This design comes from an exercise in tuning for small area on the open sky130 flow, not from production work. In this exercise RTL edits were held to simulation tests only and were not proved equivalent to the original. Power figures rest on the tool's default switching activity, not on a simulated workload.

v6:
// neighborhood_crowding_growth_rate_unit
module neighborhood_crowding_growth_rate_unit (
  input  logic                   clk,
  input  logic                   rst,
  input  logic                   cfg_we,
  input  logic [2:0]             cfg_index,
  input  logic [19:0]            cfg_data,
  input  logic                   item_valid,
  output logic                   item_ready,
  input  logic [19:0]            item_density_code,
  input  logic [19:0]            item_occupant_label,
  input  logic [1:0]             item_position_stage,
  input  logic [1:0]             item_center_type,
  input  logic signed [23:0]     item_inherent_rate,
  input  logic                   item_last_position,
  output logic                   result_valid,
  input  logic                   result_ready,
  output logic signed [31:0]     result_adjusted_rate,
  output logic [5:0]             result_r_neighbors,
  output logic [6:0]             result_k_neighbors,
  output logic [6:0]             result_total_neighbors
);
clock: 11.0 ns
lec_check: 0
cap_margin: 20
core_margin: 2
core_utilization: 72
place_density: 0.8
slew_margin: 20
standard.sh (not shown) runs the stock make flow with config.mk's settings and CLKGATE_MAP_FILE= SYNTH_SCRIPT=/design/flow/synth_recipe.tcl, a recipe that flattens the netlist after the stock synthesis.
==> flow/flow/run.sh <==
#!/bin/bash
# The standard ORFS layout (the standard.sh, unchanged synthesis), with two settings passed
# to make: port buffers use the smallest buffer cell, and the clock tree is built from
# clkbuf_16 sink clusters without dummy loads. make's full output goes to make_finish.log here;
# each ORFS step also keeps its own log under orfs/logs/.
set -euo pipefail
cd "$(dirname "${BASH_SOURCE[0]}")/.."
bash standard.sh \
  BUFFER_PORTS_ARGS="-buffer_cell sky130_fd_sc_hd__buf_1" \
  CTS_ARGS="-sink_clustering_enable -repair_clock_nets -dont_use_dummy_load -sink_clustering_size 24 -sink_clustering_max_diameter 50 -buf_list sky130_fd_sc_hd__clkbuf_16" \
  finish > make_finish.log 2>&1
STATUS run=v6 STAGES=ALL_DONE FINAL_CHECKS=FAILED CAUSE=negative setup slack
The inputs of v7 differ from those of v6 as listed below.
diff --git a/flow/design.v b/flow/design.v
--- a/flow/design.v
+++ b/flow/design.v
@@ -180,13 +180,13 @@
                      sel_ok && (skip || (armed_eff && in_sel && low6 == cnt));
   assign insert    = decide && !skip && !(found && !at_start);
   assign s2_add    = item_position_stage == 2'd2 && s2_cnt != 6'd36;
   always_ff @(posedge clk) begin
     ctype_q <= item_center_type;
     if (low6 == 6'd21) sel_q <= (d_nz && !gt_h) || (gt_a && (t_c || !gt_t));
-    if (rst || decide || cfg_we) begin
+    if (rst || decide) begin
       pend   <= 1'b0;
       sel_ok <= 1'b0;
     end else begin
       if (ev_start)      pend   <= state == ST_IDLE && item_valid;
       if (low6 == 6'd21) sel_ok <= pend;
     end
@@ -217,33 +217,29 @@
   logic [6:0]  kbits;
   logic [15:0] cap;
   logic [15:0] capx;
   logic        n_ge_lim;
   logic        crowded;
   logic        sgn;
-  logic [23:0] rate_q;      
   logic        cpl;
   assign sel1  = ctype_q[0];
   assign lim   = sel1 ? r_limit : k_limit;
   assign mult  = sel1 ? alpha : beta;
   assign kbits = sel1 ? kc : {1'b0, r_cnt};
   assign cap   = sel1 ? cap_r : cap_k;
   assign capx  = {cap[15:1], cap[0] | (cap == '0)};
-  assign sgn   = rate_q[23];
+  assign sgn   = item_inherent_rate[23];
   assign cpl   = ~sgn;
   always_comb begin
     logic c;
     c = ~|lim[7:0];
     for (int i = 0; i < 7; i++)
       c = (n[i] ^ lim[8+i]) ? n[i] : c;
     n_ge_lim = c;
   end
   assign crowded = (ctype_q[0] ^ ctype_q[1]) && n_ge_lim;
-  logic crowded_q;
-  always_ff @(posedge clk) crowded_q <= crowded;
-  always_ff @(posedge clk) rate_q    <= item_inherent_rate;
   logic [6:0]  rev;         
   logic [6:0]  rev_inc;
   logic        comp;
   logic        wslot;       
   logic        rslot;       
   logic [1:0]  wi;
@@ -266,14 +262,12 @@
   logic [16:0] t;
   logic        ge;
   logic [15:0] r_new;
   logic [31:0] out;
   logic        sat;
   logic        pos;
-  logic kb_q;
-  always_ff @(posedge clk) kb_q <= kbits[~rev[2:0]];
   always_comb begin
     logic c;
     c = 1'b1;
     for (int i = 0; i < 7; i++) begin
       rev_inc[i] = rev[i] ^ c;
       c          = rev[i] & c;
@@ -289,37 +283,38 @@
   assign r_div = rev >= 7'd58 && rev < 7'd106;
   assign r_fin = rev == 7'd106;
   assign w     = ring[0][15:0];
   always_comb begin
     opw  = '0;
     cin0 = 1'b0;
-    if (r_cp && crowded_q && wi == 2'd0) begin
-      if (rev >= 7'd2 && rev <= 7'd8 && kb_q) opw = mult;
+    if (r_cp && crowded && wi == 2'd0) begin
+      if (rev == 7'd0) opw = {9'b0, n};
+      if (rev >= 7'd2 && rev <= 7'd8 && kbits[3'd0 - rev[2:0]]) opw = mult;
       if (rev == 7'd9) begin
         opw  = {~lim, 1'b1};
         cin0 = 1'b1;
       end
     end
-    if (r_cp && crowded_q && wi == 2'd1 && rev == 7'd9) opw = 16'h00FF;
+    if (r_cp && crowded && wi == 2'd1 && rev == 7'd9) opw = 16'h00FF;
     if (r_mul && mul_b) begin
-      if (wi == 2'd0) opw = rate_q[15:0] ^ {16{sgn}};
-      if (wi == 2'd1) opw = {8'b0, rate_q[23:16] ^ {8{sgn}}};
+      if (wi == 2'd0) opw = item_inherent_rate[15:0] ^ {16{sgn}};
+      if (wi == 2'd1) opw = {8'b0, item_inherent_rate[23:16] ^ {8{sgn}}};
       cin0 = sgn;
     end
     if (rslot) begin
       opw  = ~capx;
       cin0 = 1'b1;
     end
     if (r_fin) begin
-      if (wi == 2'd0) opw = rate_q[15:0];
-      if (wi == 2'd1) opw = {{8{sgn}}, rate_q[23:16]};
+      if (wi == 2'd0) opw = item_inherent_rate[15:0];
+      if (wi == 2'd1) opw = {{8{sgn}}, item_inherent_rate[23:16]};
       if (wi == 2'd2) opw = {16{sgn}};
       cin0 = cpl;
     end
   end
-  assign a_in = {w[14:0], wi == 2'd0 ? ((r_div || r_fin) && q_q) : s_q};
+  assign a_in = r_clr ? 16'b0 : {w[14:0], wi == 2'd0 ? ((r_div || r_fin) && q_q) : s_q};
   assign ci   = wi == 2'd0 || wi == 2'd3 ? cin0 : c_q;
   always_comb begin
     logic c;
     c = ci;
     for (int i = 0; i < 16; i++) begin
       sum[i] = a_in[i] ^ opw[i] ^ c;
@@ -345,14 +340,13 @@
       pos <= cpl;
     end
     if (!comp)                            rev <= '0;
     else if (half && low6 == 6'd35)       rev <= rev_inc;
   end
   assign ring_alu = wslot || rslot;
-  assign ring_wd  = rslot ? r_new :
-                    r_clr ? {9'b0, n & {7{crowded_q && wi == 2'd0}}} : sum;
+  assign ring_wd  = rslot ? r_new : sum;
   logic fin_acc;
   assign fin_acc = wslot && r_fin && wi == 2'd2;
   always_ff @(posedge clk) begin
     if (rst) begin
       state <= ST_IDLE;
     end else begin
## What came out
- v6 has higher register-to-register path setup slack than v7.
- Sort v6 and v7 by maximum clock rate desc -> top: v6
- Compared to v6, v7 shows a narrower setup margin.
- When v7 is measured against v6, its share of total power in the clock network turns out 0.5 points higher.
- | placed instance area | v7 vs v6 | 0.94% lower |
- v7: complete, dirty (negative setup slack)
- v7 against v6: critical path arrival went up 0.46 ns; number of buffer and inverter instances along the worst setup path went down 1; sink count of the clock tree went down 26.

port drivers added, routing unchanged:
The results above use ideal ports. As a check the final layouts listed here were re-extracted and re-timed, cells and wires unchanged. Step 1 sets driving cells, clkbuf_16 on the clock port and buf_2 on the other inputs (assumed; they add their load-dependent delay and slew). Step 2, shift: input delay + t, output delay - t, t = (earliest + latest rising clock arrival at the registers) / 2. This alone moves slack from input paths to output paths. Slacks: ideal ports / drivers / drivers and shift; pairs: ideal ports / drivers.
| run | t (ns) | slack for setup (ns) | clock arrival spread, ns |
|---|---|---|---|
| v6 | 0.708 | -0.098 / -0.098 / -0.098 | 0.096 / 0.095 |
| v7 | 0.726 | -0.491 / -0.491 / -0.491 | 0.106 / 0.107 |
